Source: an optimization exercise on an open RTL-to-GDS flow (aim: small area). Production flows keep margins and buffers that such runs may drop. Function was checked by simulation only, so behaviour that the tests miss may differ from the original. No activity file was given, so power comes from the tool's default toggle rates.

== main ==
## inst_fetch_queue
module inst_fetch_queue
#(
  parameter int unsigned QUEUE_DEPTH = 16,
  parameter logic [31:0] RESET_PC    = 32'h0
) (
  input  logic                  clk_in,
  input  logic                  rst_in,
  input  logic                  rdy_in,
  output logic                  mem_req_valid,
  output logic [31:0]           mem_req_addr,
  input  logic                  mem_resp_valid,
  input  logic [inst_fetch_queue_pkg::DATA_WIDTH-1:0] mem_resp_data,
  output logic                  inst_valid,
  output logic [inst_fetch_queue_pkg::DATA_WIDTH-1:0] inst_out,
  output logic [31:0]           inst_pc_out,
  output logic [31:0]           inst_pred_pc_out,
  input  logic                  inst_deq,
  input  logic                  flush_in,
  input  logic [31:0]           flush_pc_in
);
Size: roughly 1400 cells after synthesis, about 0.023 sq mm of cells after synthesis.
==> flow/config.mk <==
export PLATFORM = sky130hd
export DESIGN_NAME = inst_fetch_queue
export DESIGN_NICKNAME = inst_fetch_queue
export VERILOG_FILES = /design/flow/design.v
export SDC_FILE = /design/flow/constraint.sdc
export NUM_CORES = 4
export LEC_CHECK = 0
export CAP_MARGIN = 20
export CORE_MARGIN = 2
export CORE_UTILIZATION = 65
export SLEW_MARGIN = 20
==> flow/constraint.sdc <==
create_clock -name core_clock -period 5.5 [get_ports {clk_in}]
set_input_delay 1.1000 -clock core_clock [delete_from_list [all_inputs] [get_ports {clk_in}]]
set_output_delay 1.1000 -clock core_clock [all_outputs]
set_load 0.01 [all_outputs]
standard.sh (not shown) runs the stock make flow with config.mk's settings and CLKGATE_MAP_FILE= SYNTH_SCRIPT=/design/flow/synth_recipe.tcl, a recipe that flattens the netlist after the stock synthesis.
==> flow/flow/run.sh <==
#!/bin/bash
# The standard layout (the standard.sh, standard synthesis unchanged), with these changes:
# the port buffers are the smallest buffer cell; clock tree synthesis builds the tree from
# clkbuf_8 cells in small clusters and adds no dummy loads; before the floorplan, the logic
# between the flip-flops is remapped for area (flow/restructure.tcl).
set -euo pipefail
bash standard.sh finish \
  "BUFFER_PORTS_ARGS=-buffer_cell sky130_fd_sc_hd__buf_1" \
  "CTS_ARGS=-sink_clustering_enable -repair_clock_nets -buf_list sky130_fd_sc_hd__clkbuf_8 -sink_clustering_size 20 -sink_clustering_max_diameter 50 -dont_use_dummy_load" \
  "PRE_FLOORPLAN_TCL=$PWD/flow/restructure.tcl" \
  > standard.log 2>&1
==> flow/flow/restructure.tcl <==
set_dont_use $::env(DONT_USE_CELLS)
set rmp_dir $::env(OBJECTS_DIR)/rmp
file mkdir $rmp_dir
report_design_area
restructure -target area \
  -liberty_file [lindex $::env(LIB_FILES) 0] \
  -tielo_port sky130_fd_sc_hd__conb_1/LO -tiehi_port sky130_fd_sc_hd__conb_1/HI \
  -work_dir $rmp_dir -abc_logfile $rmp_dir/abc.log
report_design_area
# restructure leaves the parasitics estimate stale; refresh it for the floorplan's timing repair.
estimate_parasitics -placement
main never completed, since it errored out during floorplan.
--- input diff main..the feature branch ---
==> flow/flow/run.sh <==
#!/bin/bash
# The standard layout (the standard.sh, standard synthesis unchanged), with two changes:
# the port buffers are the smallest buffer cell, and clock tree synthesis builds the tree from
# clkbuf_8 cells in small clusters and adds no dummy loads; the buffers that synthesis added are
# removed before the floorplan (the later repair steps buffer as needed).
set -euo pipefail
bash standard.sh finish \
  "BUFFER_PORTS_ARGS=-buffer_cell sky130_fd_sc_hd__buf_1" \
  "CTS_ARGS=-sink_clustering_enable -repair_clock_nets -buf_list sky130_fd_sc_hd__clkbuf_8 -sink_clustering_size 20 -sink_clustering_max_diameter 50 -dont_use_dummy_load" \
  "REMOVE_ABC_BUFFERS=1" \
  > standard.log 2>&1
removed: flow/flow/restructure.tcl
[summary]
- The feature branch reached the end of the flow, and the finished layout is clean on the timing, design-rule and antenna checks.
- Changes observed in the feature branch relative to main: standard-cell row count up about 3%; mean instance size in the synthesized netlist lost 0.63 sq um.
- The synthesized cell count in the feature branch was higher than what main gave.
- The die span in x in the feature branch was higher than what main gave.
- Mapped cell area, the feature branch and main: higher on the feature branch
- Floorplan die height: the feature branch higher than main
- Starting density of the core delta for the feature branch relative to main: 0.45 points lower

* * *

The RTL this note starts from:
==> flow/design.v <==
package inst_fetch_queue_pkg;
  localparam int unsigned DATA_WIDTH = 32;
  localparam logic [6:0]  OPC_JAL    = 7'h6f;
  function automatic logic is_jal(input logic [DATA_WIDTH-1:0] inst);
    is_jal = inst[6:0] == OPC_JAL;
  endfunction
  function automatic logic [31:0] predict_npc(input logic [31:0]           pc,
                                              input logic [DATA_WIDTH-1:0] inst,
                                              input logic                  jal);
    logic        neg, step, run;
    logic [20:0] off;
    logic [21:0] lo;
    neg = jal & inst[31];
    off = jal ? {inst[31], inst[19:12], inst[20], inst[30:21], 1'b0} : 21'd4;
    lo  = {1'b0, pc[20:0]} + {1'b0, off};
    step = lo[21] ^ neg;
    run  = step;
    predict_npc[20:0] = lo[20:0];
    for (int i = 21; i < 32; i++) begin
      predict_npc[i] = pc[i] ^ run;
      run = run & (pc[i] ^ neg);
    end
  endfunction
endpackage
module fetch_fifo
#(
  parameter int unsigned Depth = 16
) (
  input  logic                                        clk_in,
  input  logic                                        rst_in,
  input  logic                                        clear_i,
  input  logic                                        enq_i,
  input  logic                                        deq_i,
  input  logic [inst_fetch_queue_pkg::DATA_WIDTH-1:0] enq_data_i,
  output logic                                        valid_o,
  output logic                                        full_o,
  output logic [inst_fetch_queue_pkg::DATA_WIDTH-1:0] head_o,
  output logic                                        head_jal_o
);
  localparam int unsigned W = inst_fetch_queue_pkg::DATA_WIDTH;
  localparam int unsigned PtrW = $clog2(Depth);
  logic [(Depth-1)*W-1:0] mem_q;     
  logic [W-1:0]           head_q;    
  logic                   head_jal_q;  
  logic [PtrW-1:0]        last_q;    
  logic                   valid_q;
  logic [Depth-1:0]       pos;       
  logic                   one_or_less;
  logic                   mem_enq;
  logic [W-1:0]           mem_out, head_d;
  always_comb begin
    for (int i = 0; i < Depth; i++) begin
      pos[i] = valid_q & (last_q == PtrW'(i));
    end
  end
  assign one_or_less = ~valid_q | (last_q == '0);
  assign mem_enq     = enq_i & valid_q & ~(deq_i & pos[0]);
  always_ff @(posedge clk_in) begin
    if (mem_enq) begin
      mem_q <= {mem_q[(Depth-2)*W-1:0], enq_data_i};
    end
  end
  always_comb begin
    mem_out = '0;
    for (int i = 0; i < Depth - 1; i++) begin
      mem_out = mem_out | (mem_q[i*W +: W] & {W{pos[i+1]}});
    end
  end
  assign head_d = mem_out | (enq_data_i & {W{one_or_less}});
  always_ff @(posedge clk_in) begin
    if (deq_i | (enq_i & ~valid_q)) begin
      head_q     <= head_d;
      head_jal_q <= inst_fetch_queue_pkg::is_jal(head_d);
    end
  end
  always_ff @(posedge clk_in or negedge rst_in) begin
    if (!rst_in) begin
      last_q  <= '0;
      valid_q <= 1'b0;
    end else if (clear_i) begin
      last_q  <= '0;
      valid_q <= 1'b0;
    end else if (enq_i & ~deq_i) begin
      last_q  <= valid_q ? last_q + PtrW'(1) : '0;
      valid_q <= 1'b1;
    end else if (deq_i & ~enq_i) begin
      last_q  <= last_q - PtrW'(1);
      valid_q <= last_q != '0;
    end
  end
  assign head_o     = head_q;
  assign head_jal_o = head_jal_q;
  assign valid_o = valid_q;
  assign full_o  = pos[Depth-1];
endmodule
module inst_fetch_queue
#(
  parameter int unsigned QUEUE_DEPTH = 16,
  parameter logic [31:0] RESET_PC    = 32'h0
) (
  input  logic                  clk_in,
  input  logic                  rst_in,
  input  logic                  rdy_in,
  output logic                  mem_req_valid,
  output logic [31:0]           mem_req_addr,
  input  logic                  mem_resp_valid,
  input  logic [inst_fetch_queue_pkg::DATA_WIDTH-1:0] mem_resp_data,
  output logic                  inst_valid,
  output logic [inst_fetch_queue_pkg::DATA_WIDTH-1:0] inst_out,
  output logic [31:0]           inst_pc_out,
  output logic [31:0]           inst_pred_pc_out,
  input  logic                  inst_deq,
  input  logic                  flush_in,
  input  logic [31:0]           flush_pc_in
);
  logic            wait_q;    
  logic            drop_q;    
  logic [31:0]     pc_q;      
  logic [31:0]     head_pc_q;
  logic            valid, full;
  logic            clear, enq, deq;
  logic [31:0]     npc, head_npc;
  logic [inst_fetch_queue_pkg::DATA_WIDTH-1:0] head;
  logic            head_jal;
  assign clear    = rdy_in & flush_in;
  assign enq      = rdy_in & wait_q & mem_resp_valid & ~flush_in;
  assign deq      = rdy_in & inst_deq & valid & ~flush_in;
  assign npc      = inst_fetch_queue_pkg::predict_npc(pc_q, mem_resp_data,
                                                    inst_fetch_queue_pkg::is_jal(mem_resp_data));
  assign head_npc = inst_fetch_queue_pkg::predict_npc(head_pc_q, head, head_jal);
  always_ff @(posedge clk_in or negedge rst_in) begin
    if (!rst_in) begin
      wait_q <= 1'b0;
      drop_q <= 1'b0;
    end else if (rdy_in) begin
      if (wait_q) begin
        wait_q <= ~flush_in & ~mem_resp_valid;
        drop_q <= flush_in & ~mem_resp_valid;
      end else if (drop_q) begin
        drop_q <= ~mem_resp_valid;
      end else begin
        wait_q <= ~flush_in & ~full;
      end
    end
  end
  always_ff @(posedge clk_in or negedge rst_in) begin
    if (!rst_in) begin
      pc_q <= RESET_PC;
    end else if (clear) begin
      pc_q <= flush_pc_in;
    end else if (enq) begin
      pc_q <= npc;
    end
  end
  always_ff @(posedge clk_in or negedge rst_in) begin
    if (!rst_in) begin
      head_pc_q <= RESET_PC;
    end else if (clear) begin
      head_pc_q <= flush_pc_in;
    end else if (deq) begin
      head_pc_q <= head_npc;
    end
  end
  fetch_fifo #(
    .Depth(QUEUE_DEPTH)
  ) u_fetch_fifo (
    .clk_in    (clk_in),
    .rst_in    (rst_in),
    .clear_i   (clear),
    .enq_i     (enq),
    .deq_i     (deq),
    .enq_data_i(mem_resp_data),
    .valid_o   (valid),
    .full_o    (full),
    .head_o    (head),
    .head_jal_o(head_jal)
  );
  assign mem_req_valid    = wait_q;
  assign mem_req_addr     = pc_q;
  assign inst_valid       = valid;
  assign inst_out         = head;
  assign inst_pc_out      = head_pc_q;
  assign inst_pred_pc_out = head_npc;
endmodule
==> flow/config.mk <==
export PLATFORM = sky130hd
export DESIGN_NAME = inst_fetch_queue
export DESIGN_NICKNAME = inst_fetch_queue
export VERILOG_FILES = /design/flow/design.v
export SDC_FILE = /design/flow/constraint.sdc
export NUM_CORES = 4
export LEC_CHECK = 0
export CAP_MARGIN = 20
export CORE_MARGIN = 2
export CORE_UTILIZATION = 80
export SLEW_MARGIN = 20
==> flow/constraint.sdc <==
create_clock -name core_clock -period 5.5 [get_ports {clk_in}]
set_input_delay 1.1000 -clock core_clock [delete_from_list [all_inputs] [get_ports {clk_in}]]
set_output_delay 1.1000 -clock core_clock [all_outputs]
set_load 0.01 [all_outputs]
==> flow/flow/run.sh <==
#!/bin/bash
# The standard layout (the standard.sh, standard synthesis unchanged), with two changes:
# the port buffers are the smallest buffer cell, and clock tree synthesis builds the tree from
# clkbuf_8 cells in small clusters and adds no dummy loads.
set -euo pipefail
bash standard.sh finish \
  "BUFFER_PORTS_ARGS=-buffer_cell sky130_fd_sc_hd__buf_1" \
  "CTS_ARGS=-sink_clustering_enable -repair_clock_nets -buf_list sky130_fd_sc_hd__clkbuf_8 -sink_clustering_size 20 -sink_clustering_max_diameter 50 -dont_use_dummy_load" \
  > standard.log 2>&1
Then changed:
Settings changed: CORE_UTILIZATION 80 to 65.
Effect: The new run finished with timing, DRC and antenna clean. Sequential cell count stays the same. Design area is higher by 0.63%. Area after synthesis does not change. Count of clock-buffer cells in the layout goes up by 3. Via count went down by 5.3%. Core utilization shrinks by 16 points. Hold slack is better by 0.014 ns.
Then changed:
==> flow/flow/run.sh (replaced) <==
#!/bin/bash
# The standard layout (the standard.sh, standard synthesis unchanged), with these changes:
# the port buffers are the smallest buffer cell; clock tree synthesis builds the tree from
# clkbuf_8 cells in small clusters and adds no dummy loads; after global routing, gates off the
# critical paths are sized down.
set -euo pipefail
bash standard.sh finish \
  "BUFFER_PORTS_ARGS=-buffer_cell sky130_fd_sc_hd__buf_1" \
  "CTS_ARGS=-sink_clustering_enable -repair_clock_nets -buf_list sky130_fd_sc_hd__clkbuf_8 -sink_clustering_size 20 -sink_clustering_max_diameter 50 -dont_use_dummy_load" \
  "RECOVER_POWER=100" \
  > standard.log 2>&1
=> The changed run completed, yet does not pass: capacitance limit, slew limit; cell area fell by 0.45%; fmax fell by 0.62%; sequential power stays flat; worst hold slack barely changes; combinational power barely changes; die area stays the same.

[what the ideal ports hide]
In the flow no input, the clock included, has a driving cell. The finished layouts below were timed again as built, in two steps.
Step 1 sets driving cells, clkbuf_16 on the clock port and buf_2 on the other inputs (assumed; they add their load-dependent delay and slew).
Step 2 moves the port delays by t, midway between the first and last clock arrival at a register: inputs arrive t later, outputs are due t later. That takes back most of the time a late clock gives input paths.
a / b / c = ideal / step 1 / step 2; a / b = the first two.
run | t (ns) | slack for setup (ns) | worst hold slack (ns) | worst setup path after step 2 | pins driven straight from the clock port
the feature branch | 0.653 | 0.261 / 0.209 / 0.527 | 0.412 / 0.412 / 0.412 | input to register | 1
the first run of note 2 | 0.624 | 0.237 / 0.188 / 0.761 | 0.382 / 0.382 / 0.382 | input to register | 1
the second run of note 2 | 0.689 | 0.371 / 0.316 / 0.847 | 0.396 / 0.396 / 0.396 | input to register | 1
the third run of note 2 | 0.690 | 0.339 / 0.284 / -0.159 | 0.395 / 0.395 / 0.395 | input to register | 1
For the third run of note 2, which loses most, drivers alone change the setup slack by -0.055 ns; drivers and shift together by -0.498 ns.
